Background: an optimization exercise with open tools, aiming at small area, a short achievable clock period and few clock cycles per item. Do not read the settings as production practice. Where RTL was checked, it was by simulation tests only, not by an equivalence proof against the original. Only the layout flow was run in runs 1 and 4 to 6; the RTL was not checked for function there. No activity file was given, so power comes from the tool's default toggle rates.

## flow/config.mk

```make
export PLATFORM = sky130hd
export DESIGN_NAME = tap_tempo_averager_core
export DESIGN_NICKNAME = tap_tempo_averager_core
export VERILOG_FILES = /design/flow/design.v
export SDC_FILE = /design/flow/constraint.sdc
export NUM_CORES = 4
export LEC_CHECK = 0
export CAP_MARGIN = 20
export CORE_MARGIN = 2
export CORE_UTILIZATION = 40
export SLEW_MARGIN = 20
export TNS_END_PERCENT = 5
```

## flow/constraint.sdc

```tcl
create_clock -name core_clock -period 10.0 [get_ports {aclk}]
set_input_delay 2.0000 -clock core_clock [delete_from_list [all_inputs] [get_ports {aclk}]]
set_output_delay 2.0000 -clock core_clock [all_outputs]
set_load 0.01 [all_outputs]
```

## flow/design.v

```verilog
package ttavg_pkg;
    localparam logic [7:0] CEILING_RESET = 8'd220;
endpackage
module tap_tempo_averager_core #(
    parameter int COUNT_WIDTH = 16,
    parameter int TIME_WIDTH  = 32,
    parameter int FRAC_BITS   = 8
) (
    input  logic                               aclk,
    input  logic                               aresetn,
    input  logic                               s_tvalid,
    output logic                               s_tready,
    input  logic [((TIME_WIDTH+7)/8)*8-1:0]    s_tdata,
    input  logic                               s_tuser,
    output logic                               m_tvalid,
    input  logic                               m_tready,
    output logic [47:0]                        m_tdata,
    output logic [2:0]                         m_tuser,
    input  logic                               cfg_we,
    input  logic [7:0]                         cfg_wdata
);
    localparam int K      = 2;                        
    localparam int TSTEPS = ((16 + K - 1) / K) * K;   
    localparam int ASTEPS = ((22 + K - 1) / K) * K;   
    localparam int TCYC   = TSTEPS / K;
    localparam int ACYC   = ASTEPS / K;
    localparam int TSW    = ASTEPS - 1;               
    localparam logic [31:0] TNUM = 32'd15360000;      
    logic [7:0]  ceil_r;
    logic [31:0] prev;
    logic [15:0] count;
    logic [35:0] s15;
    localparam logic [2:0] A_IDLE = 3'd0;
    localparam logic [2:0] A_GAP  = 3'd1;
    localparam logic [2:0] A_DIV  = 3'd2;
    localparam logic [2:0] A_CLMP = 3'd3;
    localparam logic [2:0] A_M15  = 3'd4;
    localparam logic [2:0] A_CLR  = 3'd5;
    localparam logic [2:0] A_G3   = 3'd6;
    logic [2:0]  a_st;
    logic [4:0]  a_cyc;
    logic [31:0] da;           
    logic [25:0] d3;           
    logic [23:0] ra;
    logic        rdy;
    logic [15:0] ta;           
    logic        hv, hclr;     
    logic [TSTEPS-1:0] tnum_bits;
    logic [K-1:0]      tsel, aq, abits;
    logic [23:0]       ra_nx;
    assign tnum_bits = TNUM[TSTEPS-1:0];
    always_comb begin
        logic [25:0] x;
        logic [26:0] s1, s2, s3;
        tsel = '0;
        for (int k = 1; k < TCYC; k++)
            if (a_cyc == 5'(k - 1)) tsel = tnum_bits[TSTEPS-1-k*K -: K];
        x  = {ra, abits};
        s1 = {1'b0, x} - {3'b0, da[23:0]};
        s2 = {1'b0, x} - {2'b0, da[23:0], 1'b0};
        s3 = {1'b0, x} - {1'b0, d3};
        if (!s3[26]) begin
            aq = 2'd3; ra_nx = s3[23:0];
        end else if (!s2[26]) begin
            aq = 2'd2; ra_nx = s2[23:0];
        end else if (!s1[26]) begin
            aq = 2'd1; ra_nx = s1[23:0];
        end else begin
            aq = 2'd0; ra_nx = x[23:0];
        end
    end
    logic [15:0] ceilq, tcl;
    logic        ovf, big, cgt, clt, cgt_n, clt_n;
    logic [1:0]  cpair;
    always_comb begin
        cpair = 2'b00;
        for (int k = 0; k < 4; k++)
            if (a_cyc == 5'(k + 1)) cpair = ceil_r[7-2*k -: 2];
        cgt_n = cgt;
        clt_n = clt;
        for (int j = 1; j >= 0; j--) begin
            if (!cgt_n && !clt_n) begin
                cgt_n = ta[j] & ~cpair[j];
                clt_n = ~ta[j] & cpair[j];
            end
        end
    end
    assign tcl = big ? 16'd0 : ((ovf || cgt_n) ? ceilq : ta);
    logic [19:0] t15q, t15c;
    logic [11:0] c15;
    assign t15q = {ta, 4'd0} - {4'd0, ta};
    assign c15  = {ceil_r, 4'd0} - {4'd0, ceil_r};
    assign t15c = {c15, 8'd0};
    assign ceilq = {ceil_r, 8'd0};
    assign big   = |da[31:24];
    assign ovf   = (da[31:8] == 24'd0) && (da[7:0] <= 8'd234);
    logic a_acc, b_take;
    assign s_tready = rdy;
    assign a_acc    = s_tvalid && s_tready;
    always_ff @(posedge aclk) begin
        if (!aresetn) begin
            a_st  <= A_IDLE;
            a_cyc <= '0;
            rdy   <= 1'b0;
        end else begin
            rdy <= 1'b0;
            case (a_st)
                A_IDLE: begin
                    a_cyc <= '0;
                    if (s_tvalid) begin
                        if (!s_tuser) begin
                            a_st <= A_GAP;
                        end else if (!hv) begin
                            a_st <= A_CLR;
                            rdy  <= 1'b1;
                        end
                    end
                end
                A_GAP: a_st <= A_G3;
                A_G3:  if (!hv) a_st <= A_DIV;
                A_DIV: begin
                    a_cyc <= a_cyc + 5'd1;
                    if (a_cyc == 5'(TCYC - 1)) begin
                        a_st <= A_M15;
                        rdy  <= 1'b1;
                    end
                end
                A_M15:  if (a_acc) a_st <= A_IDLE; else rdy <= 1'b1;
                A_CLR:  if (a_acc) a_st <= A_IDLE; else rdy <= 1'b1;
                default: a_st <= A_IDLE;
            endcase
        end
    end
    always_ff @(posedge aclk) begin
        case (a_st)
            A_IDLE: da <= s_tdata[31:0];
            A_GAP:  da <= da - prev;
            default: ;
        endcase
        case (a_st)
            A_G3:   if (!hv) d3 <= {1'b0, da[23:0], 1'b0} + {2'b0, da[23:0]};
            A_M15:  d3 <= big ? 26'd0 : ((ovf || cgt_n) ? {6'd0, t15c} : {6'd0, t15q});
            default: ;
        endcase
        case (a_st)
            A_GAP:  ra <= 24'(TNUM >> TSTEPS);
            A_DIV:  ra <= ra_nx;
            default: ;
        endcase
        case (a_st)
            A_GAP:  abits <= tnum_bits[TSTEPS-1 -: K];
            A_DIV:  abits <= tsel;
            default: ;
        endcase
        case (a_st)
            A_DIV:  ta <= {ta[15-K:0], aq};
            A_M15:  ta <= tcl;
            default: ;
        endcase
        case (a_st)
            A_G3: begin
                cgt <= 1'b0;
                clt <= 1'b0;
            end
            A_DIV: if (a_cyc != 5'd0) begin
                cgt <= cgt_n;
                clt <= clt_n;
            end
            default: ;
        endcase
    end
    always_ff @(posedge aclk) begin
        if (!aresetn) begin
            hv   <= 1'b0;
            hclr <= 1'b0;
        end else if (a_acc) begin
            hv   <= 1'b1;
            hclr <= (a_st == A_CLR);
        end else if (b_take) begin
            hv   <= 1'b0;
        end
    end
    always_ff @(posedge aclk) begin
        if (!aresetn) begin
            prev <= '0;
        end else if (a_acc && a_st == A_M15) begin
            prev <= s_tdata[31:0];
        end
    end
    localparam logic [1:0] B_IDLE = 2'd0;
    localparam logic [1:0] B_DIV  = 2'd1;
    localparam logic [1:0] B_FIN  = 2'd2;
    logic [1:0]  b_st;
    logic [ACYC-1:0] bth;      
    logic [15:0] rb;
    logic [17:0] n3;           
    logic        nsat;
    logic [K-1:0] ud;          
    logic [TSW-1:0] ts;        
    logic [3:0]  r30;          
    logic [1:0]  r90;          
    logic [2:0]  r40;          
    logic [1:0]  r3;           
    logic        gt30, lt30, gt90, lt90, gt40, lt40, gt120, lt120;
    logic        q30lo, cat, caw;
    logic        mv;
    logic [2:0]  status;
    logic [11:0] lt, at;
    logic [7:0]  aw;
    function automatic logic cyc_is(input logic [ACYC-1:0] th, input int v);
        if (v == 0) cyc_is = !th[0];
        else        cyc_is = th[v-1] && !th[v];
    endfunction
    logic [15:0] nsel;
    logic [35:0] s15_acc;
    logic [ASTEPS-1:0] anum_bits;
    logic [K-1:0] asel, bq, bbits;
    logic [15:0] rb_nx;
    logic        sat_eff;
    logic [20:0] s15_lo;
    logic [15:0] s15_hi1;
    assign sat_eff   = (b_st == B_FIN) ? (count >= 16'hFFFE) : nsat;
    assign nsel      = {count[15:1], count[0] & ~nsat};
    assign s15_lo    = {1'b0, s15[19:0]} + {1'b0, d3[19:0]};
    assign s15_hi1   = s15[35:20] + 16'd1;
    assign s15_acc   = sat_eff ? s15 : {(s15_lo[20] ? s15_hi1 : s15[35:20]), s15_lo[19:0]};
    assign anum_bits = {s15[ASTEPS-3:0], 2'b00};
    always_comb begin
        logic [17:0] x;
        logic [18:0] s1, s2, s3;
        asel = '0;
        for (int k = 1; k < ACYC; k++)
            if (cyc_is(bth, k - 1)) asel = anum_bits[ASTEPS-1-k*K -: K];
        x  = {rb, bbits};
        s1 = {1'b0, x} - {3'b0, nsel};
        s2 = {1'b0, x} - {2'b0, nsel, 1'b0};
        s3 = {1'b0, x} - {1'b0, n3};
        if (!s3[18]) begin
            bq = 2'd3; rb_nx = s3[15:0];
        end else if (!s2[18]) begin
            bq = 2'd2; rb_nx = s2[15:0];
        end else if (!s1[18]) begin
            bq = 2'd1; rb_nx = s1[15:0];
        end else begin
            bq = 2'd0; rb_nx = x[15:0];
        end
    end
    logic [3:0]  r30_n;
    logic [1:0]  r90_n, r3_n;
    logic [2:0]  r40_n;
    logic        gt30_n, lt30_n, gt90_n, lt90_n, gt40_n, lt40_n, gt120_n, lt120_n;
    logic        q30lo_n, cat_n, caw_n, u0_n;
    logic [11:0] at_n;
    logic [7:0]  aw_n;
    logic [TSW-1:0] ts_n;
    logic [ACYC-2:0] mth;
    assign mth = bth[ACYC-1:1];
    function automatic logic m_ge(input logic [ACYC-2:0] th, input int v);
        if (v <= 0)            m_ge = 1'b1;
        else if (v >= ACYC)    m_ge = 1'b0;
        else                   m_ge = th[v-1];
    endfunction
    function automatic logic p_ge(input logic [ACYC-2:0] th, input int j, input int x);
        int l;
        l = ASTEPS - 1 - j - x;
        if (l < 0) p_ge = 1'b0;
        else       p_ge = !m_ge(th, l / K + 1);
    endfunction
    function automatic logic p_eq(input logic [ACYC-2:0] th, input int j, input int x);
        int d;
        d = ASTEPS - 1 - j - x;
        if (d < 0 || (d % K) != 0) p_eq = 1'b0;
        else                       p_eq = m_ge(th, d / K) && !m_ge(th, d / K + 1);
    endfunction
    always_comb begin
        logic       u, q30, q90, q40, q3, t1, t3;
        logic [4:0] x30;
        logic [2:0] x90, x3;
        logic [3:0] x40;
        r30_n = r30;  r90_n = r90;  r40_n = r40;  r3_n = r3;
        gt30_n = gt30; lt30_n = lt30; gt90_n = gt90; lt90_n = lt90;
        gt40_n = gt40; lt40_n = lt40; gt120_n = gt120; lt120_n = lt120;
        q30lo_n = q30lo; cat_n = cat; caw_n = caw; u0_n = 1'b0;
        at_n = at; aw_n = aw;
        u = 1'b0; q30 = 1'b0; q90 = 1'b0; q40 = 1'b0; q3 = 1'b0; t1 = 1'b0; t3 = 1'b0;
        x30 = '0; x90 = '0; x3 = '0; x40 = '0;
        for (int j = 0; j < K; j++) begin
            u  = ud[K-1-j];
            t1 = ts[TSW-1-j];        
            t3 = ts[TSW-3-j];        
            if (p_eq(mth, j, 0)) u0_n = u;
            if (p_eq(mth, j, 9)) caw_n = ({1'b0, r30_n} + 5'd7 + {4'd0, u}) >= 5'd15;
            if (p_eq(mth, j, 8)) cat_n = ({1'b0, r3_n} + 3'd1 + {2'd0, u}) >= 3'd3;
            if (p_ge(mth, j, 9)) begin
                x3   = {r3_n, u};
                q3   = x3 >= 3'd3;
                r3_n = q3 ? 2'(x3 - 3'd3) : x3[1:0];
                at_n = {at_n[10:0], q3};
            end
            if (p_ge(mth, j, 1)) begin
                x30   = {r30_n, u};
                q30   = x30 >= 5'd15;
                r30_n = q30 ? 4'(x30 - 5'd15) : x30[3:0];
                x90   = {r90_n, q30};
                q90   = x90 >= 3'd3;
                r90_n = q90 ? 2'(x90 - 3'd3) : x90[1:0];
                if (!gt30_n && !lt30_n) begin gt30_n = q30 & ~t1; lt30_n = ~q30 & t1; end
                if (!gt90_n && !lt90_n) begin gt90_n = q90 & ~t1; lt90_n = ~q90 & t1; end
                if (p_ge(mth, j, 10)) aw_n = {aw_n[6:0], q30};
                if (!p_ge(mth, j, 3)) q30lo_n = q30lo_n | q30;
            end
            if (p_ge(mth, j, 3)) begin
                x40   = {r40_n, u};
                q40   = x40 >= 4'd5;
                r40_n = q40 ? 3'(x40 - 4'd5) : x40[2:0];
                if (!gt40_n && !lt40_n)   begin gt40_n  = q40 & ~t3; lt40_n  = ~q40 & t3; end
                if (!gt120_n && !lt120_n) begin gt120_n = q30 & ~t3; lt120_n = ~q30 & t3; end
            end
        end
        ts_n = ts << K;
    end
    logic c, rlo, rhi, wlo, whi, restart;
    logic [2:0] st_res;
    assign c       = (rb != 16'd0);
    assign rlo     = lt30_n;
    assign wlo     = lt40_n;
    assign rhi     = gt120_n || (!lt120_n && (c || q30lo_n || (r30_n != 4'd0) || u0_n));
    assign whi     = gt90_n  || (!lt90_n  && (c || (r90_n != 2'd0) || (r30_n != 4'd0) || u0_n));
    assign restart = rlo | rhi;
    assign st_res  = restart ? 3'd3 : ((wlo | whi) ? 3'd2 : 3'd1);
    logic b_load, b_short, b_done, b_adv;
    logic b_take_i, b_load_f, b_ldf_spec, b_ld_any;
    assign b_take_i = (b_st == B_IDLE) && hv && (!mv || !(hclr || count == 16'd0));
    assign b_short  = b_take_i && (hclr || count == 16'd0);
    assign b_ldf_spec = (b_st == B_FIN) && hv && !hclr;
    assign b_load_f = b_ldf_spec && !restart;
    assign b_ld_any = (b_take_i && !b_short) || b_ldf_spec;
    assign b_load   = (b_take_i && !b_short) || b_load_f;
    assign b_take   = b_take_i || b_load_f;
    assign b_adv   = !(cyc_is(bth, 1) && mv);
    assign b_done  = (b_st == B_FIN);
    always_ff @(posedge aclk) begin
        if (!aresetn) begin
            b_st  <= B_IDLE;
        end else begin
            case (b_st)
                B_IDLE: if (b_load) b_st <= B_DIV;
                B_DIV:  if (b_adv && bth[ACYC-2]) b_st <= B_FIN;
                default: b_st <= b_load_f ? B_DIV : B_IDLE;
            endcase
        end
    end
    always_ff @(posedge aclk) begin
        if (b_ld_any) begin
            rb    <= 16'(s15_acc >> (ASTEPS - 2));
            bbits <= s15_acc[ASTEPS-3 -: K];
            ts    <= TSW'(ta);
            bth   <= '0;
            r30   <= '0;  r90 <= '0;  r40 <= '0;  r3 <= '0;
            gt30  <= 1'b0; lt30 <= 1'b0; gt90 <= 1'b0; lt90 <= 1'b0;
            gt40  <= 1'b0; lt40 <= 1'b0; gt120 <= 1'b0; lt120 <= 1'b0;
            q30lo <= 1'b0; cat <= 1'b0; caw <= 1'b0;
        end else if (b_st == B_DIV && b_adv) begin
            rb    <= rb_nx;
            ud    <= bq;
            bbits <= asel;
            bth   <= {bth[ACYC-2:0], 1'b1};
            if (bth[0]) begin
                ts    <= ts_n;
                r30   <= r30_n;  r90 <= r90_n;  r40 <= r40_n;  r3 <= r3_n;
                gt30  <= gt30_n; lt30 <= lt30_n; gt90 <= gt90_n; lt90 <= lt90_n;
                gt40  <= gt40_n; lt40 <= lt40_n; gt120 <= gt120_n; lt120 <= lt120_n;
                q30lo <= q30lo_n; cat <= cat_n; caw <= caw_n;
            end
        end
    end
    always_ff @(posedge aclk) begin
        if (!aresetn) begin
            ceil_r <= 8'd220;
            count  <= '0;
            n3     <= '0;
            nsat   <= 1'b0;
            s15    <= '0;
        end else begin
            if (cfg_we) ceil_r <= cfg_wdata;
            if (b_short) begin
                count <= hclr ? 16'd0 : 16'd1;
                n3    <= hclr ? 18'd0 : 18'd3;
                nsat  <= 1'b0;
                s15   <= '0;
            end else if (b_done) begin
                if (restart) begin
                    count <= '0;
                    n3    <= '0;
                    nsat  <= 1'b0;
                    s15   <= '0;
                end else begin
                    if (!nsat) count <= count + 16'd1;
                    if (count < 16'hFFFE) n3 <= n3 + 18'd3;
                    if (count == 16'hFFFE) nsat <= 1'b1;
                    if (b_ldf_spec) s15 <= s15_acc;
                end
            end else if (b_load) begin
                s15 <= s15_acc;
            end
        end
    end
    always_ff @(posedge aclk) begin
        if (!aresetn) begin
            mv <= 1'b0;
        end else if (b_short || b_done) begin
            mv <= 1'b1;
        end else if (m_tready) begin
            mv <= 1'b0;
        end
    end
    always_ff @(posedge aclk) begin
        if (b_short) begin
            status <= hclr ? 3'd4 : 3'd0;
            lt <= '0;
            at <= '0;
            aw <= '0;
        end else if (b_st == B_DIV && cyc_is(bth, 1) && !mv) begin
            lt <= 12'((({1'b0, ts[15:0], 2'b0} + {3'b0, ts[15:0]}) + 19'd64) >> 7);
            at <= at_n;
            aw <= aw_n;
        end else if (b_st == B_DIV && bth[1]) begin
            at <= at_n;
            aw <= aw_n;
        end else if (b_done) begin
            status <= st_res;
            at <= at_n + 12'(cat_n);
            aw <= aw_n + 8'(caw_n);
        end
    end
    assign m_tvalid = mv;
    assign m_tdata  = {count, aw, at, lt};
    assign m_tuser  = status;
endmodule
```

## flow/flow/run.sh

```bash
#!/bin/bash
set -euo pipefail
bash standard.sh SETUP_SLACK_MARGIN=6.5 finish > standard_flow.log 2>&1
```

## flow/standard.sh

```bash
#!/bin/bash
# synth_recipe.tcl (not shown) runs the flow's synth.tcl, then flattens the netlist and writes it again
# the make line also repeats each setting of config.mk as NAME=value (left out here)
make -C /OpenROAD-flow-scripts/flow DESIGN_CONFIG=/design/flow/config.mk WORK_HOME=/design/flow/orfs CLKGATE_MAP_FILE= SYNTH_SCRIPT=/design/flow/synth_recipe.tcl "${@:-finish}"
```

==> results of run 1 <==
[worst min-delay path, stage by stage (launching register included)]
cell and delay [ns]:
dfxtp_1 0.31, nand2_1 0.05, a21oi_1 0.05
[sequential cells by signal, summed over array words and instances (netlist names), 11 cells and up]
signal / cells
s15: 36
da: 32
prev: 32
d3: 26
ra: 24
ts: 21
n3: 18
count: 16
rb: 16
ta: 16
at: 12
lt: 12
bth: 11
[cell families after synthesis]
family | count (synthesis)
AND/OR/NAND/NOR | 1163
multiplexers | 54
AO/OA/AOI/OAI | 1090
flip-flops | 336
adder cells (fa/ha/maj) | 293
XOR/XNOR | 192
buffers and inverters | 366
[timing repair]
action | 4_1_cts | 5_1_grt
gates cloned | 6 | 5
endpoints found under the hold margin | 0 | 0
gates resized for setup | 117 | 72
pin swaps | 32 | 32
endpoints found under the setup margin | 221 | 227
buffers inserted | 42 | 31
[metrics by stage]
step           power, uW  hold WS [ns]  setup slack [ns]
2_1_floorplan       6325        0.4249             6.366
3_3_place_gp        7728        0.4410             5.045
3_5_place_dp        7739        0.4463             5.082
4_1_cts             9638        0.4537             6.396
5_1_grt            10660        0.4747             6.184
6_report            9891        0.4534             6.297
[how the worst min path moves through the flow]
stage                                        to  slack, ns  cells after the start
after detailed placement     lt[4]$_SDFFE_PP0P_       0.45                      2
after CTS                    lt[4]$_SDFFE_PP0P_       0.45                      2
after global placement       lt[5]$_SDFFE_PP0P_       0.44                      2
after floorplan             ts[18]$_SDFFE_PN0P_       0.42                      2
after global routing      prev[15]$_SDFFE_PN0P_       0.47                      2
final                      prev[4]$_SDFFE_PN0P_       0.45                      2
[power by group through the flow]
stage / logic, uW / registers [uW] / clock network [uW]
2_1_floorplan: 4230 / 2100 / 0
3_3_place_gp: 5500 / 2230 / 0
3_5_place_dp: 5500 / 2240 / 0
4_1_cts: 5770 / 2210 / 1660
5_1_grt: 6690 / 2250 / 1710
6_report: 6050 / 2210 / 1640
[cells in the final DEF, fill, tap and decap left out, drive strengths merged, types with 16 or more instances in the layout]
cell	count
nor4	20
ha	282
o21ai	260
o31ai	46
a21o	84
or3	34
nand3	129
a311oi	16
nor2b	35
and2	32
o2bb2ai	18
o211ai	28
clkbuf	63
o21a	42
edfxtp	141
xnor2	130
a22oi	32
dfxtp	195
a21oi	305
o22ai	34
buf	102
and3	24
nand2	376
xor2	62
mux2i	40
nand2b	40
or2	20
nand3b	22
inv	233
nand4	28
o21bai	18
a211oi	46
nor3	71
a31oi	32
clkdlybuf4s50	97
nor2	291
[final cells by class]
cell class | count | area share, %
multi-input combinational | 2798 | 58.47
sequential | 336 | 24.80
timing repair buffer | 204 | 6.024
clock buffer | 60 | 3.715
tap | 940 | 3.571
inverter | 234 | 2.686
clock inverter | 20 | 0.7369
[layer usage]
metal | wire length [um] | global-route usage (%) | vias up
li1 | - | - | 13040
met1 | 37620 | 29.13 | 12030
met2 | 38930 | 37.97 | 552
met3 | 3154 | 2.037 | 109
met4 | 1911 | 6.336 | 0
met5 | 0 | 0 | -
==> notes.md, run 1 <==
initial antenna violation count=0; Final Setup Violations=0; count of state elements after synthesis=about 340; total number of placement rows=97; Total Routing Usage GR=21.99%; combined area of the multi-input logic cells=19,260 um2; CTS tree=built; clock net sink count=336; xor and xnor area share after synthesis=5.993%; type of origin of the critical path=flop; headroom to the max-slew limit=30.44%; number of remaining DRC errors=0; drt via density=between 5 and 6; simple logic cell fraction of the synthesized area=roughly a fifth; slew of the pin with the lowest slew margin=1.036 ns; worst reg2reg path endpoint=s15[29]$_SDFFE_PP0P_; top cells by count, synth=nand2_1 (373), a21oi_1 (305), nor2_1 (289), ha_1 (282), o21ai_0 (240); share of Yosys cell area claimed by the top area cell type=15.09%; number of global-route vias before repair=24,320; die width=268.9 um; Clock Skew=approximately 0.031 ns; Ant. Diodes=0; library cells used by synthesis=95; Synth warnings=1; synthesized-area fraction occupied by ao, oa, aoi and oai cells=24.88%; capturing instance or port of the critical path=s15[29]$_SDFFE_PP0P_; initial standard-cell utilization of the core=between 40% and 50%; endpoint arrival time on the critical path=4.22 ns; maximum number of pins on one net before global-route repair=59; max-cap viol count=0; category of the worst setup path capture point=flop; Top FF cell, synth=dfxtp_1; worst vdd ir=164.7 uV; CTS Hold Bufs=0; share of synthesized area spent on multiplexers=2.002%; Post-Place Cells=roughly 4,400; clk slew on worst S/H paths=0.06 ns; Syn Std Cell Area=between 20,000 and 30,000 um2; internal power=about 5300 uW; placed wire-length estimate after detailed placement=around 59,000 um; Root Buffer=clkbuf_16; cell breakdown of the critical path=ha_4 > o211ai_1 > a21oi_1 > a21oi_2 > ha_2 > a22oi_2 > buf_4 > o21ai_2 > o211ai_1 > buf_4 > o41ai_4 > a31oi_4 > clkbuf_16 > or4_1 > a21oi_1; relative contribution of sequential cells to total power=22.3%; wire length of the first global-routing pass=about 130,000 um; setup repair after global routing missed its margin=true; launching element of the worst setup path=ud[1]$_SDFFCE_PN1P_; critical path peak fanout=5; Mapped Nets=3,831; CTS buffer count=43; cell area reported after detailed placement=29,940 um2; cell family with the largest share of critical-path delay=compound AO/OA/AOI/OAI gates; max-slew violation count=0; largest family of logic cells by synthesized area=compound AO/OA/AOI/OAI gates; standby leakage power=between 0.01 and 0.015 uW; Tightest Hold Check Type=flop to flop; IO Pins=99; flop-to-flop setup slack=6.30 ns; post-route insts no fill=4,592; number of levels in the clock H-tree=2; Cells after Synth=3,494; Clock Latency Late Sink=0.60 ns; layout net count=around 4,000; relative contribution of the clock network to total power=16.6%; library cell with the highest instance count after synthesis=nand2_1; Remaining Overflow, GRT=0; ratio of final minimum period to clock period=37.03%; result of the run=no timing/DRC/antenna violations; stage delay of the slowest cell on the critical path=0.46 ns; final hold violation count=0; data required time at the worst endpoint=~11 ns; net switching power=4545 uW; share of synthesized registers carrying an async set or reset=0%; Core Box Area=69,790 um2; total negative setup slack=0 ns; critical hold path startpoint=prev[4]$_SDFFE_PN0P_; buffer depth of the longest clock path=3; quantity of I/O buffers inserted on ports=98; Adder-Cell Fraction of Synth Area=13.29%; die extent in y=268.9 um; final non-filler cell area=32,940 um2; final critical-path required period=3.703 ns; via count of the routed design=25,730; Levels on crit path=15; Layout Area Growth over Synthesis=17.40%; Post-Syn Area per Cell=8.030 um2; portion of the post-synthesis area used by sequential elements=just under 30%; reg2reg start=ud[1]$_SDFFCE_PN1P_; highest achievable clock rate=270.0 MHz; count of cells along the worst register-to-register path=15; number of flops mapped to enable cells by yosys=141; Area contributors post-synth=edfxtp_1 (15%), dfxtp_1 (14%), ha_1 (13%); FILL cells=6,904; Critical path buffers and inverters=3; die area=72,280 um2; average wire per standard cell=17.77 um; top cell type by total area after synthesis=edfxtp_1; Iter 0 DRT Violations=1,605; first-pass iteration count of the detailed router=5; antenna-violating nets left=0; switching fraction of total power=a little under half; total power per unit cell area=~300 nW/um2; routability congestion estimate=0.9066; area occupied by registers=8168 um2; share of power burned in combinational logic=61.1%; share of layout cells above drive strength 1=10.13%; standard cell with the maximum stage delay on the critical path=edfxtp_1; final design utilization=a little under half; Critical Setup Path Class=flop to flop; Final Routed Wirelength=81,610 um
==> run 2, diff against run 1 <==
--- a/flow/design.v
+++ b/flow/design.v
@@ -389,17 +389,11 @@
                 nsat  <= 1'b0;
                 s15   <= '0;
             end else if (b_done) begin
-                if (restart) begin
-                    count <= '0;
-                    n3    <= '0;
-                    nsat  <= 1'b0;
-                    s15   <= '0;
-                end else begin
-                    if (!nsat) count <= count + 16'd1;
-                    if (count < 16'hFFFE) n3 <= n3 + 18'd3;
-                    if (count == 16'hFFFE) nsat <= 1'b1;
-                    if (b_ldf_spec) s15 <= s15_acc;
-                end
+                if (restart)    count <= '0;
+                else if (!nsat) count <= count + 16'd1;
+                if (count < 16'hFFFE) n3 <= n3 + 18'd3;
+                if (count == 16'hFFFE) nsat <= 1'b1;
+                if (b_ldf_spec) s15 <= s15_acc;
             end else if (b_load) begin
                 s15 <= s15_acc;
             end
==> run 2 against run 1 <==
Against the previous run:
- synthesized area fell by 1.1%
- cell area fell by 2.6%
- count of clock-buffer cells in the layout rose by 5
- register-to-register slack improved by 0.09 ns
- synthesized cell count fell by 2.2%
- sequential share of layout area rose by 0.66 points
- via count fell by 3.1%
- critical path type unchanged
==> notes.md, run 2 <==
standby leakage power=0.01257 uW (-2.8%); count of state elements after synthesis=336 (unchanged); initial antenna violation count=1 (+1); Final Routed Wirelength=77,660 um (-4.8%); share of Yosys cell area claimed by the top area cell type=15.26% (+0.17 points); Final Setup Violations=0 (unchanged); placed wire-length estimate after detailed placement=57,010 um (-3.1%); die area=71,500 um2 (-1.1%); hold slack final=0.4565 ns (+0.003128 ns); Met2 Routed Length=35,320 um (-9.3%); antenna-violating nets left=0 (unchanged); largest register by flop count=s15; via count of the routed design=24,930 (-3.1%); critical path peak fanout=4 (-1); total negative setup slack=0 ns (unchanged); Post-Syn Area per Cell=8.119 um2 (+1.1%); die extent in y=267.4 um (-0.54%); total number of placement rows=96 (-1.0%); slew of the pin with the lowest slew margin=0.9789 ns (-0.05754 ns); top routing layer in use=met4; data required time at the worst endpoint=10.30 ns (-0.22 ns); number of global-route vias before repair=23,420 (-3.7%); final critical-path required period=3.615 ns (-0.08769 ns); Tightest Hold Check Type=flop to flop; quantity of I/O buffers inserted on ports=98 (unchanged); Core Box Area=68,590 um2 (-1.7%); total power per unit cell area=296.2 nW/um2 (-1.3%); max-cap viol count=0 (unchanged); Ant. Diodes=0 (unchanged); met3 wire length=3789 um (+20%); Area contributors post-synth=edfxtp_1 (15%), dfxtp_1 (14%), ha_1 (13%); count of cells along the worst register-to-register path=12 (-3); highest achievable clock rate=276.6 MHz (+2.4%); buffer depth of the longest clock path=3 (unchanged); headroom to the max-slew limit=34.27% (+3.8 points); final design utilization=46.79% (-0.41 points); Min-Delay Path Depth=2 (unchanged); initial standard-cell utilization of the core=40.46% (+0.25 points); final hold violation count=0 (unchanged); setup repair after global routing missed its margin=true; critical hold path startpoint=ts[16]$_SDFFE_PP0P_; number of remaining DRC errors=0 (unchanged); top cells by count, synth=nand2_1 (379), nor2_1 (295), ha_1 (282), a21oi_1 (251), o21ai_0 (219); Top FF cell, synth=dfxtp_1; library cell with the highest instance count after synthesis=nand2_1; cell area reported after detailed placement=29,690 um2 (-0.81%); most common cell after layout, fill and taps aside=nand2_1; Clock Latency Late Sink=0.59 ns (about the same); Cells after Synth=3,418 (-2.2%); type of origin of the critical path=flop; category of the worst setup path capture point=flop; number of levels in the clock H-tree=2 (unchanged); endpoint arrival time on the critical path=3.92 ns (-0.30 ns); portion of the post-synthesis area used by sequential elements=29.33% (+0.32 points); reg2reg start=d3[1]$_DFFE_PP_; Remaining Overflow, GRT=0 (unchanged); wire length of the first global-routing pass=124,600 um (-3.6%); result of the run=no timing/DRC/antenna violations; Iter 0 DRT Violations=1,814 (+13%); layout net count=3,848 (-2.7%); number of flops mapped to enable cells by yosys=141 (unchanged); Synth warnings=1 (unchanged); worst vdd ir=165.6 uV (+0.56%); final non-filler cell area=32,090 um2 (-2.6%); flip-flop count of the largest register after layout=36 (unchanged); Layout Area Growth over Synthesis=15.65%; flop-to-flop setup slack=6.38 ns (+0.09 ns); met1 layer wirelength in the final routing=36,350 um (-3.4%); Critical Setup Path Class=flop to flop; Total Routing Usage GR=21.42% (-0.57 points); clk slew on worst S/H paths=0.06 ns (about the same); average wire per standard cell=17.35 um (-2.4%); Mapped Nets=3,755 (-2.0%); launching element of the worst setup path=d3[1]$_DFFE_PP_; IO Pins=99 (unchanged); share of layout cells above drive strength 1=8.604% (-1.5 points); Clock Skew=0.02546 ns (-0.005068 ns); Syn Std Cell Area=27,750 um2 (-1.1%); max-slew violation count=0 (unchanged); clock net sink count=336 (unchanged); library cells used by synthesis=88 (-7.4%); CTS Hold Bufs=0 (unchanged); maximum number of pins on one net before global-route repair=66 (+12%); Hold Crit Endpoint=ts[16]$_SDFFE_PP0P_; worst reg2reg path endpoint=ra[21]$_SDFFCE_PN0P_; Root Buffer=clkbuf_16; die width=267.4 um (-0.54%); top cell type by total area after synthesis=edfxtp_1; share of synthesized registers carrying an async set or reset=0% (unchanged); first-pass iteration count of the detailed router=5 (unchanged); routability congestion estimate=0.8852 (-2.4%); ratio of final minimum period to clock period=36.15% (-0.88 points); largest registers=s15 x36, da x32, prev x32; top library cells by usage in the layout, fill and taps aside=nand2_1 (372), nor2_1 (286), ha_1 (274); CTS tree=built; drt via density=5.571 (-0.57%); CTS buffer count=43 (unchanged)
[run 2: changes by cell type after synthesis, moves of 21 or more]
cell      delta
a21boi_0    +34
a21oi_1     -54
o21ai_0     -21
a22oi_1     -21
xnor2_1     +21
nand3_1     -25
[run 2: repair_timing]
| action | CTS | global route |
|---|---|---|
| buffers inserted | 27 | 14 |
| gates resized for setup | 99 | 48 |
| endpoints found under the setup margin | 177 | 190 |
| cloned | 1 | 1 |
| pin swaps | 14 | 20 |
[run 2: kinds of logic (layout without fill, tap and decap cells)]
family,count (synthesis),after routing,share of synthesized area [%]
mux,45,45,1.704
buf+inv,339,464,4.630
flops,336,336,29.33
fa+ha+maj,294,294,13.48
xor+xnor,233,233,7.354
compound gates,1004,1005,23.71
simple gates,1167,1168,19.80
[run 2: worst max path at each step]
| stage | to | slack, ns | cells past startpoint |
|---|---|---|---|
| global placement | count[13]$_SDFFE_PN0P_ | 5.66 | 15 |
| detailed placement | count[9]$_SDFFE_PN0P_ | 5.63 | 15 |
| CTS | d3[17]$_DFFE_PP_ | 6.38 | 13 |
| floorplan | status[0]$_SDFFCE_PP0P_ | 6.40 | 18 |
| finish | ra[21]$_SDFFCE_PN0P_ | 6.38 | 12 |
| global route | count[12]$_SDFFE_PN0P_ | 6.20 | 14 |
[run 2: critical path: stages (launching register included)]
cell,delay (ns)
edfxtp_1,0.48
inv_2,0.14
ha_1,0.25
nor2b_1,0.16
o31a_1,0.29
o41a_1,0.36
o41a_1,0.41
a31o_2,0.30
a31o_2,0.25
a21oi_1,0.21
o21ai_0,0.15
xnor2_1,0.22
o32ai_1,0.12
[run 2: cell type report]
cell class              instances  area [um2]
clock buffers                  65        1281
repair buffers                168        1549
fillers                      6763       36490
multi-input cells            2745       18910
clock inverters                14       198.9
flip-flops and latches        336        8170
inverters                     217       824.5
well taps                     931        1165
[run 2: stage by stage]
step	cells	total power, uW	setup slack [ns]
after global placement	4354	7505	5.663
after detailed placement	4354	7502	5.629
final	4476	9508	6.385
after floorplan	3418	6096	6.397
after CTS	4461	9376	6.384
after global routing	4476	10200	6.200
[run 2: report_power, final]
group          total (uW)  internal, uW  switching [uW]
Clock                1660           993             663
Combinational        5680          2340            3340
Sequential           2170          1850             320
Total                9510          5180            4330
[run 2: per-layer routing]
metal / track usage, % / up-vias
met2: 35.49 / 567
met4: 6.195 / 0
met3: 2.556 / 101
li1: - / 12610
met1: 29.19 / 11660
met5: 0 / -
Testbench counts of run 2, summed over its fixed seeds: cycles 38,642, items 3,200.
==> run 3, diff against run 2 <==
--- a/flow/config.mk
+++ b/flow/config.mk
@@ -9,4 +9,4 @@
 export CORE_MARGIN = 2
 export CORE_UTILIZATION = 40
 export SLEW_MARGIN = 20
-export TNS_END_PERCENT = 5
+export TNS_END_PERCENT = 0
==> run 3 against run 2 <==
Against the previous run:
- cell area fell by 0.36%
- die area unchanged
- routed wire length is 0.64% lower
- critical path type unchanged
- critical endpoint is now count[5]$_SDFFE_PN0P_
==> notes.md, run 3 <==
placed wire-length estimate after detailed placement=57,010 um (unchanged); initial standard-cell utilization of the core=40.46% (unchanged); share of synthesized registers carrying an async set or reset=0% (unchanged); initial antenna violation count=1 (unchanged); Clock Latency Late Sink=0.59 ns (about the same); library cell with the highest instance count after synthesis=nand2_1; total negative setup slack=0 ns (unchanged); Ant. Diodes=0 (unchanged); Remaining Overflow, GRT=0 (unchanged); Root Buffer=clkbuf_16; launching element of the worst setup path=ud[1]$_SDFFCE_PN1P_; ratio of final minimum period to clock period=36.26% (+0.11 points); worst vdd ir=166.2 uV (+0.36%); slew of the pin with the lowest slew margin=0.9697 ns (-0.009199 ns); setup repair after global routing missed its margin=true; flip-flop count of the largest register after layout=36 (unchanged); clock net sink count=336 (unchanged); reg2reg start=ud[1]$_SDFFCE_PN1P_; data required time at the worst endpoint=10.49 ns (+0.19 ns); FILL cells=6,773 (+0.15%); critical path peak fanout=8 (+4); total number of placement rows=96 (unchanged); wire length of the first global-routing pass=124,400 um (-0.17%); standard cell with the maximum stage delay on the critical path=a2111o_1; largest registers=s15 x36, da x32, prev x32; number of remaining DRC errors=0 (unchanged); buffer depth of the longest clock path=3 (unchanged); via count of the routed design=24,770 (-0.68%); count of cells along the worst register-to-register path=16 (+4); GR Layer Usage met3=2.556% (unchanged); largest register by flop count=s15; Post-Syn Area per Cell=8.119 um2 (unchanged); Synth warnings=1 (unchanged); highest achievable clock rate=275.8 MHz (-0.30%); category of the worst setup path capture point=flop; Min-Delay Path Depth=2 (unchanged); cell with the most instances on the worst path=ha_4; top library cells by usage in the layout, fill and taps aside=nand2_1 (373), nor2_1 (288), ha_1 (278); critical hold path startpoint=ts[16]$_SDFFE_PP0P_; top cells by count, synth=nand2_1 (379), nor2_1 (295), ha_1 (282), a21oi_1 (251), o21ai_0 (219); share of layout cells above drive strength 1=8.129% (-0.47 points); portion of the post-synthesis area used by sequential elements=29.33% (unchanged); number of flops mapped to enable cells by yosys=141 (unchanged); die extent in y=267.4 um (unchanged); Clock Skew=0.02454 ns (-0.0009204 ns); total power per unit cell area=295.8 nW/um2 (-0.14%); antenna-violating nets left=0 (unchanged); Total Routing Usage GR=21.38% (-0.034 points); result of the run=no timing/DRC/antenna violations; Top FF cell, synth=dfxtp_1; Layout Area Growth over Synthesis=15.24%; Syn Std Cell Area=27,750 um2 (unchanged); Iter 0 DRT Violations=1,684 (-7.2%); max-cap viol count=0 (unchanged); Core Box Area=68,590 um2 (unchanged); GR Layer Usage met1=29.18% (about the same); Area contributors post-synth=edfxtp_1 (15%), dfxtp_1 (14%), ha_1 (13%); Final Routed Wirelength=77,170 um (-0.64%); IO Pins=99 (unchanged); layout net count=3,846 (-0.052%); final critical-path required period=3.626 ns (+0.01072 ns); average wire per standard cell=17.25 um (-0.60%); library cells used by synthesis=88 (unchanged); max-slew violation count=0 (unchanged); Tightest Hold Check Type=flop to flop; share of Yosys cell area claimed by the top area cell type=15.26% (unchanged); Most Used Layer, Global Route=met2; number of global-route vias before repair=23,370 (-0.23%); CTS tree=built; number of levels in the clock H-tree=2 (unchanged); Cells after Synth=3,418 (unchanged); final design utilization=46.63% (-0.17 points); Critical Setup Path Class=flop to flop; CTS buffer count=43 (unchanged); most common cell after layout, fill and taps aside=nand2_1; Mapped Nets=3,755 (unchanged); standby leakage power=0.01253 uW (-0.25%); die area=71,500 um2 (unchanged); hold slack final=0.4534 ns (-0.003098 ns); first-pass iteration count of the detailed router=5 (unchanged); type of origin of the critical path=flop; top cell type by total area after synthesis=edfxtp_1; die width=267.4 um (unchanged); routability congestion estimate=0.8852 (unchanged); met2 Use GR=35.39% (-0.098 points); stage delay of the slowest cell on the critical path=0.49 ns (about the same); endpoint arrival time on the critical path=4.12 ns (+0.20 ns); CTS Hold Bufs=0 (unchanged); cell breakdown of the critical path=buf_6 > ha_4 > o211a_4 > o22ai_4 > ha_4 > inv_2 > o221ai_2 > a31oi_4 > clkinv_4 > nor2_1 > maj3_2 > a2111o_1 > nor2_4 > nand2_4 > or3_4 > a31oi_1; drt via density=5.535 (-0.63%); quantity of I/O buffers inserted on ports=98 (unchanged); maximum number of pins on one net before global-route repair=66 (unchanged); Final Setup Violations=0 (unchanged); headroom to the max-slew limit=34.89% (+0.62 points); final hold violation count=0 (unchanged); count of state elements after synthesis=336 (unchanged); clk slew on worst S/H paths=0.06 ns (about the same)
[run 3: cell counts after synthesis]
No cell type changed its count.
[run 3: area by class of cell]
cell class / instances / area [um2] / share of cell area (%)
clock buffer: 65 / 1281 / 4.006
multi-input combinational: 2744 / 18810 / 58.83
clock inverter: 14 / 198.9 / 0.6221
inverter: 217 / 825.8 / 2.582
tap: 931 / 1165 / 3.643
sequential: 336 / 8167 / 25.54
timing repair buffer: 167 / 1529 / 4.781
[run 3: path summary, 6_finish.rpt]
kind	endpoint	slack [ns]
max	count[5]$_SDFFE_PN0P_	6.37
min reg2reg	ts[16]$_SDFFE_PP0P_	0.45
min	ts[16]$_SDFFE_PP0P_	0.45
max reg2reg	count[5]$_SDFFE_PN0P_	6.37
[run 3: report_power, final]
part,switching (uW),internal [uW],leakage [uW]
combinational,3320,2310,0.00890
clock,661,993,0.000725
sequential,321,1850,0.00291
total,4300,5160,0.0125
[run 3: per-layer routing]
metal,up-vias,share of wire [%]
met5,-,0
met4,0,2.8
met3,100,4.5
met2,532,46
met1,11520,47
li1,12610,-
[run 3: critical path: cells and delay by family, from the launching register on]
kind,cells,cell delay (ns)
and+or+nand+nor,4,0.80
AOI/OAI and AO/OA,6,1.34
buffers and inverters,3,0.31
adders and majority gates,3,0.67
DFF,1,0.41
[run 3: kinds of logic (layout without fill, tap and decap cells)]
group	count (synthesis)	count (layout)	share of synthesized area (%)
and+or+nand+nor	1167	1168	19.80
AOI/OAI and AO/OA	1004	1004	23.71
buffers and inverters	339	463	4.630
DFF	336	336	29.33
adders and majority gates	294	294	13.48
xor gates and xnor gates	233	233	7.354
muxes	45	45	1.704
[run 3: what timing repair did]
item                       4_1_cts  5_1_grt
pin swaps                       11       17
cloned                           1        0
gates resized for setup         91       35
setup endpoints to repair      177      192
buffers inserted                20       20
[run 3: stage by stage]
| step | power, uW | instance area [um2] | instances | worst slack, ns |
|---|---|---|---|---|
| finish | 9460 | 31980 | 4474 | 6.374 |
| global route | 10160 | 31980 | 4474 | 6.196 |
| CTS | 9357 | 31670 | 4454 | 6.383 |
| detailed placement | 7502 | 29690 | 4354 | 5.629 |
| global placement | 7505 | 29690 | 4354 | 5.663 |
| floorplan | 6096 | 27750 | 3418 | 6.397 |
==> run 4, diff against run 3 <==
--- a/flow/design.v
+++ b/flow/design.v
@@ -24,7 +24,6 @@
     localparam int ASTEPS = ((22 + K - 1) / K) * K;   
     localparam int TCYC   = TSTEPS / K;
     localparam int ACYC   = ASTEPS / K;
-    localparam int TSW    = ASTEPS - 1;               
     localparam logic [31:0] TNUM = 32'd15360000;      
     logic [7:0]  ceil_r;
     logic [31:0] prev;
@@ -196,7 +195,7 @@
     logic [17:0] n3;           
     logic        nsat;
     logic [K-1:0] ud;          
-    logic [TSW-1:0] ts;        
+    logic [15:0] ts;           
     logic [3:0]  r30;          
     logic [1:0]  r90;          
     logic [2:0]  r40;          
@@ -252,7 +251,6 @@
     logic        q30lo_n, cat_n, caw_n, u0_n;
     logic [11:0] at_n;
     logic [7:0]  aw_n;
-    logic [TSW-1:0] ts_n;
     logic [ACYC-2:0] mth;
     assign mth = bth[ACYC-1:1];
     function automatic logic m_ge(input logic [ACYC-2:0] th, input int v);
@@ -286,8 +284,19 @@
         x30 = '0; x90 = '0; x3 = '0; x40 = '0;
         for (int j = 0; j < K; j++) begin
             u  = ud[K-1-j];
-            t1 = ts[TSW-1-j];        
-            t3 = ts[TSW-3-j];        
+            if (mth[2]) begin                        
+                t1 = ts[14-j];
+                t3 = ts[12-j];
+            end else if (mth[1]) begin               
+                t1 = (j == 1) ? ts[15] : 1'b0;
+                t3 = ts[14-j];
+            end else if (mth[0]) begin               
+                t1 = 1'b0;
+                t3 = (j == 1) ? ts[15] : 1'b0;
+            end else begin                           
+                t1 = 1'b0;
+                t3 = 1'b0;
+            end
             if (p_eq(mth, j, 0)) u0_n = u;
             if (p_eq(mth, j, 9)) caw_n = ({1'b0, r30_n} + 5'd7 + {4'd0, u}) >= 5'd15;
             if (p_eq(mth, j, 8)) cat_n = ({1'b0, r3_n} + 3'd1 + {2'd0, u}) >= 3'd3;
@@ -317,7 +326,6 @@
                 if (!gt120_n && !lt120_n) begin gt120_n = q30 & ~t3; lt120_n = ~q30 & t3; end
             end
         end
-        ts_n = ts << K;
     end
     logic c, rlo, rhi, wlo, whi, restart;
     logic [2:0] st_res;
@@ -354,7 +362,7 @@
         if (b_ld_any) begin
             rb    <= 16'(s15_acc >> (ASTEPS - 2));
             bbits <= s15_acc[ASTEPS-3 -: K];
-            ts    <= TSW'(ta);
+            ts    <= ta;
             bth   <= '0;
             r30   <= '0;  r90 <= '0;  r40 <= '0;  r3 <= '0;
             gt30  <= 1'b0; lt30 <= 1'b0; gt90 <= 1'b0; lt90 <= 1'b0;
@@ -366,7 +374,7 @@
             bbits <= asel;
             bth   <= {bth[ACYC-2:0], 1'b1};
             if (bth[0]) begin
-                ts    <= ts_n;
+                if (mth[2]) ts <= ts << K;
                 r30   <= r30_n;  r90 <= r90_n;  r40 <= r40_n;  r3 <= r3_n;
                 gt30  <= gt30_n; lt30 <= lt30_n; gt90 <= gt90_n; lt90 <= lt90_n;
                 gt40  <= gt40_n; lt40 <= lt40_n; gt120 <= gt120_n; lt120 <= lt120_n;
==> run 4 against run 3 <==
Against the previous run:
- critical endpoint is now status[1]$_SDFFCE_PP0P_
- register-to-register slack got worse by 0.07 ns
- via count increased by 0.30%
- clock skew is 0.0047 ns higher
- first-iteration DRC count shrank 12%
- routed wire length is 1.4% higher
- cell area about the same
==> notes.md, run 4 <==
result of the run=no timing/DRC/antenna violations; total negative setup slack=0 ns (unchanged); data required time at the worst endpoint=10.33 ns (-0.16 ns); Tightest Hold Check Type=flop to flop; combined area of the multi-input logic cells=18,880 um2 (+0.38%); endpoint arrival time on the critical path=4.03 ns (-0.09 ns); headroom to the max-slew limit=37.46% (+2.6 points); highest achievable clock rate=270.5 MHz (-1.9%); net switching power=4405 uW (+2.4%); Clock Skew=0.02922 ns (+0.004679 ns); average wire per standard cell=17.42 um (+0.99%); clock net sink count=331 (-1.5%); CTS buffer count=43 (unchanged); layout net count=3,864 (+0.47%); Layout Area Growth over Synthesis=14.66%; final design utilization=46.48% (-0.15 points); top cells by count, synth=nand2_1 (374), nor2_1 (305), ha_1 (282), a21oi_1 (256), o21ai_0 (242); CTS Hold Bufs=0 (unchanged); type of origin of the critical path=flop; maximum number of pins on one net before global-route repair=69 (+4.5%); max-slew violation count=0 (unchanged); portion of the post-synthesis area used by sequential elements=28.81% (-0.52 points); Cells after Synth=3,450 (+0.94%); share of power burned in combinational logic=59.8% (+0.2 points); Clock Latency Late Sink=0.59 ns (about the same); Critical Setup Path Class=flop to flop; standby leakage power=0.01255 uW (+0.11%); Mapped Nets=3,787 (+0.85%); drt via density=5.528 (-0.13%); quantity of I/O buffers inserted on ports=98 (unchanged); initial standard-cell utilization of the core=40.54% (+0.077 points); number of remaining DRC errors=0 (unchanged); count of cells along the worst register-to-register path=15 (-1); count of state elements after synthesis=331 (-1.5%); relative contribution of sequential cells to total power=22.4% (-0.6 points); total power per unit cell area=302.4 nW/um2 (+2.2%); Post-Syn Area per Cell=8.087 um2 (-0.39%); Top FF cell, synth=dfxtp_1; library cell with the highest instance count after synthesis=nand2_1; final hold violation count=0 (unchanged); IO Pins=99 (unchanged); top cell type by total area after synthesis=edfxtp_1; routability congestion estimate=0.9014 (+1.8%); Min-Delay Path Depth=2 (unchanged); clk slew on worst S/H paths=0.06 ns (about the same); initial antenna violation count=0 (-1); final critical-path required period=3.696 ns (+0.07021 ns); Area contributors post-synth=edfxtp_1 (15%), dfxtp_1 (14%), ha_1 (13%); relative contribution of the clock network to total power=17.8% (+0.3 points); largest registers=s15 x36, da x32, prev x32; ratio of final minimum period to clock period=36.96% (+0.70 points); overall power consumption=9672 uW (+2.2%); Final Setup Violations=0 (unchanged); number of global-route vias before repair=23,660 (+1.3%); FILL cells=6,797 (+0.35%); top library cells by usage in the layout, fill and taps aside=nand2_1 (371), nor2_1 (298), ha_1 (278); post-route insts no fill=4,493 (+0.42%); Core Box Area=68,830 um2 (+0.35%); Ant. Diodes=0 (unchanged); slew of the pin with the lowest slew margin=0.9314 ns (-0.03831 ns); Post-Place Cells=4,380 (+0.60%); Syn Std Cell Area=27,900 um2 (+0.54%); category of the worst setup path capture point=flop; Remaining Overflow, GRT=0 (unchanged); internal power=5267 uW (+2.1%); Final Routed Wirelength=78,260 um (+1.4%); first-pass iteration count of the detailed router=6 (+1); largest register by flop count=s15; die extent in y=268.1 um (+0.27%); most common cell after layout, fill and taps aside=nand2_1; via count of the routed design=24,840 (+0.30%); Root Buffer=clkbuf_16; total number of placement rows=96 (unchanged); setup repair after global routing missed its margin=true; critical path peak fanout=6 (-2); die width=268.1 um (+0.27%); number of flops mapped to enable cells by yosys=141 (unchanged); switching fraction of total power=45.55% (+0.071 points); max-cap viol count=0 (unchanged); Synth warnings=1 (unchanged); share of synthesized registers carrying an async set or reset=0% (unchanged); worst vdd ir=142.9 uV (-14%); area occupied by registers=8045 um2 (-1.5%); placed wire-length estimate after detailed placement=58,000 um (+1.7%); share of layout cells above drive strength 1=7.299% (-0.83 points); CTS tree=built; die area=71,880 um2 (+0.53%); flip-flop count of the largest register after layout=36 (unchanged); Iter 0 DRT Violations=1,488 (-12%); antenna-violating nets left=0 (unchanged); buffer depth of the longest clock path=3 (unchanged); wire length of the first global-routing pass=125,400 um (+0.83%); library cells used by synthesis=94 (+6.8%); share of Yosys cell area claimed by the top area cell type=15.18% (-0.082 points); Total Routing Usage GR=21.47% (+0.082 points); number of levels in the clock H-tree=2 (unchanged)
## run 4: changes by cell type after synthesis, moves of 8 or more
| cell | change |
|---|---|
| o21ai_0 | +23 |
| mux2i_1 | +20 |
| o211ai_1 | +20 |
| nand3_1 | -17 |
| nand2b_1 | -12 |
| o21a_1 | -12 |
| xnor2_1 | +12 |
| a21o_1 | +11 |
| nor2_1 | +10 |
| nor2b_1 | -10 |
| o21ai_1 | +9 |
| o21bai_1 | +9 |
| o31ai_1 | -8 |
## run 4: cells by family after synthesis
kind of cell	after synthesis	share of synthesized area, %
AO/OA/AOI/OAI	1041	24.17
XOR/XNOR	249	7.816
adder cells (fa/ha/maj)	291	13.29
buffers and inverters	350	4.825
flip-flops	331	28.81
multiplexers	62	2.269
AND/OR/NAND/NOR	1126	18.82
## run 4: worst paths after layout
path | slack, ns | endpoint | from
worst max-delay path | 6.30 | status[1]$_SDFFCE_PP0P_ | ud[1]$_SDFFCE_PN1P_
worst max register to register | 6.30 | status[1]$_SDFFCE_PP0P_ | ud[1]$_SDFFCE_PN1P_
worst min-delay path | 0.45 | lt[7]$_SDFFE_PP0P_ | lt[7]$_SDFFE_PP0P_
worst min register to register | 0.45 | lt[7]$_SDFFE_PP0P_ | lt[7]$_SDFFE_PP0P_
## run 4: layer usage
layer / vias up / track usage (%) / share of wire (%)
met5: - / 0 / 0
met4: 0 / 5.904 / 2.5
met3: 95 / 2.520 / 3.8
met2: 472 / 36.53 / 47
met1: 11620 / 28.65 / 47
li1: 12650 / - / -
## run 4: what timing repair did
action                     4_1_cts  5_1_grt
pin swaps                        7       18
setup buffers                   17       15
gates resized for setup         25       42
setup endpoints to repair      174      226
cloned                           1        0
## run 4: per-stage QoR
step	hold WS [ns]	cell area (um2)	setup WS, ns
6_report	0.4504	31990	6.304
5_1_grt	0.4747	31990	6.172
4_1_cts	0.4540	31690	6.303
3_5_place_dp	0.4465	29890	5.654
3_3_place_gp	0.4390	29890	5.690
2_1_floorplan	0.4366	28000	6.403
## run 4: power by group through the flow
stage / Clock [uW] / Sequential (uW) / Combinational (uW)
finish: 1720 / 2170 / 5780
global route: 1810 / 2200 / 6430
CTS: 1760 / 2170 / 5650
detailed placement: 0 / 2200 / 5520
global placement: 0 / 2190 / 5510
floorplan: 0 / 2030 / 4290
## run 4: area by class of cell
| class | instances | share of cell area (%) |
|---|---|---|
| Multi-Input combinational cell | 2769 | 59.03 |
| Sequential cell | 331 | 25.15 |
| Timing Repair Buffer | 162 | 4.662 |
| Tap cell | 931 | 3.641 |
| Clock buffer | 49 | 3.594 |
| Inverter | 220 | 2.605 |
| Clock inverter | 31 | 1.314 |
## run 4: worst max-delay path: stages (launching register included)
cell,delay (ns)
edfxtp_1,0.45
ha_4,0.22
buf_4,0.13
a311o_1,0.39
a32oi_4,0.28
nor2_2,0.10
a21oi_4,0.18
inv_4,0.07
ha_4,0.16
o21bai_4,0.19
nor3_4,0.24
o22ai_2,0.11
a221oi_2,0.35
a311oi_2,0.08
nor4b_2,0.35
a21oi_1,0.13
==> run 5, diff against run 4 <==
--- a/flow/config.mk
+++ b/flow/config.mk
@@ -7,6 +7,6 @@
 export LEC_CHECK = 0
 export CAP_MARGIN = 20
 export CORE_MARGIN = 2
-export CORE_UTILIZATION = 40
+export CORE_UTILIZATION = 50
 export SLEW_MARGIN = 20
 export TNS_END_PERCENT = 0
==> run 5 against run 4 <==
Against the previous run:
- first-iteration DRC count rose by 16%
- die area fell by 20%
- synthesized cell count did not move
- critical path depth rose by 1
- sequential power barely moved
- non-clock buffer count rose by 3
- via count rose by 2.9%
- clock skew fell by 0.015 ns
- final cell count fell by 4.0%
- still clean on timing, DRC and antenna
- register-to-register slack got worse by 0.04 ns
- largest cell class unchanged
==> notes.md, run 5 <==
flip-flop count of the largest register after layout=36 (unchanged); top library cells by usage in the layout, fill and taps aside=nand2_1 (371), nor2_1 (299), ha_1 (276); top cell type by total area after synthesis=edfxtp_1; Clock Skew=0.01375 ns (-0.01546 ns); die width=240.2 um (-10%); average wire per standard cell=18.95 um (+8.8%); endpoint arrival time on the critical path=4.05 ns (+0.02 ns); quantity of I/O buffers inserted on ports=98 (unchanged); Critical Setup Path Class=flop to flop; max-cap viol count=0 (unchanged); IO Pins=99 (unchanged); clock net sink count=331 (unchanged); number of remaining DRC errors=0 (unchanged); net switching power=4434 uW (+0.66%); Critical path buffers and inverters=2 (unchanged); relative contribution of sequential cells to total power=22.8% (+0.4 points); maximum number of pins on one net before global-route repair=57 (-17%); CTS buffer count=43 (unchanged); number of levels in the clock H-tree=2 (unchanged); die area=57,710 um2 (-20%); Levels on crit path=16 (+1); library cells used by synthesis=94 (unchanged); type of origin of the critical path=flop; portion of the post-synthesis area used by sequential elements=28.81% (unchanged); category of the worst setup path capture point=flop; CTS Hold Bufs=0 (unchanged); ratio of final minimum period to clock period=37.40% (+0.43 points); cell breakdown of the critical path=ha_4 > a21o_1 > a31oi_4 > inv_4 > ha_4 > or2_4 > buf_4 > nor3_2 > a21o_1 > ha_2 > o21bai_4 > nor2_1 > o31ai_1 > a311oi_2 > nor4b_2 > a21oi_1; Total Routing Usage GR=27.68% (+6.2 points); initial antenna violation count=0 (unchanged); Mapped Nets=3,787 (unchanged); share of synthesized registers carrying an async set or reset=0% (unchanged); internal power=5178 uW (-1.7%); top cells by count, synth=nand2_1 (374), nor2_1 (305), ha_1 (282), a21oi_1 (256), o21ai_0 (242); Remaining Overflow, GRT=0 (unchanged); standby leakage power=0.01258 uW (+0.25%); largest registers=s15 x36, da x32, prev x32; highest achievable clock rate=267.4 MHz (-1.2%); count of state elements after synthesis=331 (unchanged); drt via density=5.927 (+7.2%); die extent in y=240.2 um (-10%); most common cell after layout, fill and taps aside=nand2_1; routability congestion estimate=0.9681 (+7.4%); share of layout cells above drive strength 1=7.600% (+0.30 points); Layout Area Growth over Synthesis=13.86%; layout net count=3,870 (+0.16%); Top FF cell, synth=dfxtp_1; FILL cells=5,106 (-25%); flop-to-flop setup slack=6.26 ns (-0.04 ns); max-slew violation count=0 (unchanged); result of the run=no timing/DRC/antenna violations; number of flops mapped to enable cells by yosys=141 (unchanged); Final Routed Wirelength=81,740 um (+4.4%); standard cell with the maximum stage delay on the critical path=edfxtp_1; critical path peak fanout=7 (+1); Clock Latency Late Sink=0.57 ns (-0.02 ns); Core Box Area=55,090 um2 (-20%); Root Buffer=clkbuf_16; Area contributors post-synth=edfxtp_1 (15%), dfxtp_1 (14%), ha_1 (13%); final critical-path required period=3.740 ns (+0.04340 ns); antenna-violating nets left=0 (unchanged); Final Setup Violations=0 (unchanged); slew of the pin with the lowest slew margin=1.126 ns (+0.1943 ns); Post-Syn Area per Cell=8.087 um2 (unchanged); buffer depth of the longest clock path=3 (unchanged); final hold violation count=0 (unchanged); CTS tree=built; Syn Std Cell Area=27,900 um2 (unchanged); Tightest Hold Check Type=flop to flop; Ant. Diodes=0 (unchanged); count of cells along the worst register-to-register path=16 (+1); final design utilization=57.66% (+11 points); headroom to the max-slew limit=24.42% (-13 points); total negative setup slack=0 ns (unchanged); switching fraction of total power=46.13% (+0.59 points); via count of the routed design=25,570 (+2.9%); share of power burned in combinational logic=60.6% (+0.8 points); initial standard-cell utilization of the core=50.64% (+10 points); wire length of the first global-routing pass=128,200 um (+2.2%); setup repair after global routing missed its margin=true; total number of placement rows=86 (-10%); library cell with the highest instance count after synthesis=nand2_1; placed wire-length estimate after detailed placement=60,740 um (+4.7%); Synth warnings=1 (unchanged); Iter 0 DRT Violations=1,729 (+16%); share of Yosys cell area claimed by the top area cell type=15.18% (unchanged); stage delay of the slowest cell on the critical path=0.50 ns (+0.05 ns); largest register by flop count=s15; clk slew on worst S/H paths=0.06 ns (about the same); Min-Delay Path Depth=2 (unchanged); first-pass iteration count of the detailed router=5 (-1); worst vdd ir=210.8 uV (+47%); relative contribution of the clock network to total power=16.6% (-1.2 points); cell family with the largest share of critical-path delay=compound AO/OA/AOI/OAI gates; Cells after Synth=3,450 (unchanged); total power per unit cell area=302.6 nW/um2 (about the same); data required time at the worst endpoint=10.31 ns (-0.02 ns); number of global-route vias before repair=24,120 (+1.9%)
-- run 5: worst min-delay path, stage by stage (launching register included) --
cell and delay [ns]:
dfxtp_1 0.31, nand2_1 0.05, a21oi_1 0.05
-- run 5: cells by family (layout without fill, tap and decap cells) --
kind of cell | after synthesis | after routing | synth area share, %
compound gates | 1041 | 1041 | 24.17
xor+xnor | 249 | 249 | 7.816
fa+ha+maj | 291 | 291 | 13.29
buf+inv | 350 | 463 | 4.825
flops | 331 | 331 | 28.81
mux | 62 | 62 | 2.269
simple gates | 1126 | 1129 | 18.82
-- run 5: path summary, 6_finish.rpt --
path	start	endpoint
max	ud[1]$_SDFFCE_PN1P_	status[1]$_SDFFCE_PP0P_
min	caw$_SDFFE_PP0P_	caw$_SDFFE_PP0P_
max reg2reg	ud[1]$_SDFFCE_PN1P_	status[1]$_SDFFCE_PP0P_
min reg2reg	caw$_SDFFE_PP0P_	caw$_SDFFE_PP0P_
-- run 5: metrics by stage --
step / setup WS [ns] / total power, uW / area [um2] / std cells / hold WS (ns)
finish: 6.260 / 9612 / 31770 / 4314 / 0.4553
global placement: 5.732 / 7663 / 29650 / 4195 / 0.4429
floorplan: 6.403 / 6319 / 28000 / 3450 / 0.4366
CTS: 6.255 / 9463 / 31400 / 4300 / 0.4559
detailed placement: 5.671 / 7749 / 29660 / 4195 / 0.4477
global route: 6.197 / 10320 / 31770 / 4314 / 0.4831
-- run 5: area by class of cell --
class                      instances  area (um2)  area share, %
multi-input combinational       2772       18960          59.69
sequential                       331        8043          25.32
timing repair buffer             165        1564          4.923
clock buffer                      61        1276          4.017
tap                              748       935.9          2.946
inverter                         220       828.3          2.607
clock inverter                    17       158.9         0.5002
-- run 5: power by group through the flow --
stage | combinational (uW) | sequential [uW] | clock [uW]
CTS | 5650 | 2190 | 1620
global route | 6430 | 2220 | 1670
floorplan | 4290 | 2030 | 0
detailed placement | 5530 | 2220 | 0
global placement | 5450 | 2210 | 0
finish | 5830 | 2190 | 1590
-- run 5: layer usage --
layer,up-vias,part of all wire [%],global-route usage (%)
met5,-,0,0
met4,0,3.8,10.24
met3,149,4.5,2.549
met2,647,47,47.82
met1,12100,44,35.86
li1,12670,-,-
-- run 5: what timing repair did --
action | in CTS | in global routing
setup buffers | 25 | 12
resized for setup | 22 | 54
endpoints found under the hold margin | 0 | 0
pin swaps | 18 | 21
cloned | 2 | 1
endpoints found under the setup margin | 206 | 221
==> run 6, diff against run 5 <==
--- a/flow/config.mk
+++ b/flow/config.mk
@@ -7,6 +7,7 @@
 export LEC_CHECK = 0
 export CAP_MARGIN = 20
 export CORE_MARGIN = 2
-export CORE_UTILIZATION = 50
+export CORE_UTILIZATION = 40
+export CTS_BUF_LIST = sky130_fd_sc_hd__clkbuf_4 sky130_fd_sc_hd__clkbuf_8
 export SLEW_MARGIN = 20
 export TNS_END_PERCENT = 0
==> run 6 against run 5 <==
Against the previous run:
- still clean on timing, DRC and antenna
- combinational power shrank 2%
- sequential cell count did not move
- via count fell by 2.6%
- first-iteration DRC count down 4.9%
- register-to-register slack better by 0.05 ns
- critical endpoint is now m_tdata[34]
- largest cell class unchanged
==> notes.md, run 6 <==
relative contribution of sequential cells to total power=23.2% (+0.4 points); simple logic cell fraction of the synthesized area=18.82% (unchanged); Tightest Hold Check Type=flop to flop; CTS Hold Bufs=0 (unchanged); maximum number of pins on one net before global-route repair=69 (+21%); Clock Skew=0.03671 ns (+0.02296 ns); final hold violation count=0 (unchanged); Cells after Synth=3,450 (unchanged); CTS buffer count=67 (+56%); share of synthesized registers carrying an async set or reset=0% (unchanged); flip-flop count of the largest register after layout=36 (unchanged); quantity of I/O buffers inserted on ports=98 (unchanged); standard cell with the maximum stage delay on the critical path=clkdlybuf4s50_1; Layout Area Growth over Synthesis=13.14%; number of flops mapped to enable cells by yosys=141 (unchanged); die width=268.1 um (+12%); cell family with the largest share of critical-path delay=buffers and inverters; routability congestion estimate=0.9014 (-6.9%); layout net count=3,872 (+0.052%); Final Routed Wirelength=78,190 um (-4.3%); buffer depth of the longest clock path=3 (unchanged); data required time at the worst endpoint=8.00 ns (-2.31 ns); first-pass iteration count of the detailed router=5 (unchanged); most common cell after layout, fill and taps aside=nand2_1; total negative setup slack=0 ns (unchanged); smallest setup slack after layout=6.278 ns (+0.01761 ns); Critical Setup Path Class=flop to output pin; initial standard-cell utilization of the core=40.54% (-10 points); total power per unit cell area=295.7 nW/um2 (-2.3%); cell breakdown of the critical path=clkdlybuf4s50_1; largest register by flop count=s15; Syn Std Cell Area=27,900 um2 (unchanged); Area contributors post-synth=edfxtp_1 (15%), dfxtp_1 (14%), ha_1 (13%); library cell with the highest instance count after synthesis=nand2_1; Top FF cell, synth=dfxtp_1; share of synthesized area spent on multiplexers=2.269% (unchanged); stage delay of the slowest cell on the critical path=0.60 ns (+0.10 ns); Post-Syn Area per Cell=8.087 um2 (unchanged); largest registers=s15 x36, da x32, prev x32; number of global-route vias before repair=23,800 (-1.3%); xor and xnor area share after synthesis=7.816% (unchanged); share of power burned in combinational logic=61.1% (+0.5 points); Synth warnings=1 (unchanged); Root Buffer=clkbuf_8; switching fraction of total power=46.74% (+0.61 points); relative contribution of the clock network to total power=15.6% (-1.0 points); final critical-path required period=3.722 ns (-0.01761 ns); antenna-violating nets left=0 (unchanged); Remaining Overflow, GRT=0 (unchanged); Critical path buffers and inverters=1 (-1); overall power consumption=9333 uW (-2.9%); Total Routing Usage GR=21.51% (-6.2 points); initial antenna violation count=1 (+1); synthesized-area fraction occupied by ao, oa, aoi and oai cells=24.17% (unchanged); library cells used by synthesis=94 (unchanged); via count of the routed design=24,900 (-2.6%); highest achievable clock rate=268.7 MHz (+0.47%); max-cap viol count=0 (unchanged); top cell type by total area after synthesis=edfxtp_1; result of the run=no timing/DRC/antenna violations; number of levels in the clock H-tree=3 (+1); wire length of the first global-routing pass=124,800 um (-2.6%); count of state elements after synthesis=331 (unchanged); portion of the post-synthesis area used by sequential elements=28.81% (unchanged); type of origin of the critical path=flop; top cells by count, synth=nand2_1 (374), nor2_1 (305), ha_1 (282), a21oi_1 (256), o21ai_0 (242); share of Yosys cell area claimed by the top area cell type=15.18% (unchanged); slew of the pin with the lowest slew margin=0.9315 ns (-0.1941 ns); net switching power=4362 uW (-1.6%); cell area reported after detailed placement=29,890 um2 (+0.78%); Iter 0 DRT Violations=1,645 (-4.9%)
==> run 6: final cells by class <==
class | instances | area (um2) | share of cell area (%)
sequential | 331 | 8049 | 25.50
timing repair buffer | 146 | 1370 | 4.340
clock buffer | 101 | 1240 | 3.928
multi-input combinational | 2769 | 18780 | 59.49
antenna | 1 | 2.502 | 0.007927
tap | 931 | 1165 | 3.690
clock inverter | 22 | 133.9 | 0.4241
inverter | 220 | 828.3 | 2.624
==> run 6: timing repair <==
item | 4_1_cts | 5_1_grt
gates cloned | 0 | 1
resized for setup | 23 | 26
setup buffers | 10 | 6
setup endpoints to repair | 181 | 212
pin swaps | 3 | 9
==> run 6: power groups by stage <==
| stage | sequential, uW | combinational [uW] | clock, uW |
|---|---|---|---|
| floorplan | 2030 | 4290 | 0 |
| global placement | 2190 | 5510 | 0 |
| detailed placement | 2200 | 5520 | 0 |
| CTS | 2170 | 5600 | 1500 |
| global route | 2210 | 6360 | 1560 |
| finish | 2170 | 5710 | 1460 |
==> run 6: final timing paths <==
check | endpoint | start | cells past startpoint | slack, ns
worst min register to register | lt[7]$_SDFFE_PP0P_ | lt[7]$_SDFFE_PP0P_ | 2 | 0.45
worst min-delay path | lt[7]$_SDFFE_PP0P_ | lt[7]$_SDFFE_PP0P_ | 2 | 0.45
worst max-delay path | m_tdata[34] | count[2]$_SDFFE_PN0P_ | 1 | 6.28
worst max register to register | ra[21]$_SDFFCE_PN0P_ | d3[0]$_DFFE_PP_ | 14 | 6.31
==> run 6: metrics by stage <==
step | cells | hold WS, ns | utilization (%)
finish | 4521 | 0.4499 | 45.86
global route | 4521 | 0.4742 | 45.86
CTS | 4513 | 0.4533 | 45.66
detailed placement | 4380 | 0.4465 | 43.43
global placement | 4380 | 0.4390 | 43.43
floorplan | 3450 | 0.4366 | -
==> run 6: cells by family after synthesis <==
| group | count (synthesis) |
|---|---|
| fa+ha+maj | 291 |
| mux | 62 |
| simple gates | 1126 |
| xor+xnor | 249 |
| buf+inv | 350 |
| compound gates | 1041 |
| flops | 331 |
==> run 6: metal layers <==
layer	GRT usage [%]	vias to the layer above	wire (um)
met2	35.35	510	35600
met3	3.436	138	3397
met4	8.229	0	2936
li1	-	12670	-
met5	0	-	0
met1	28.30	11580	36260
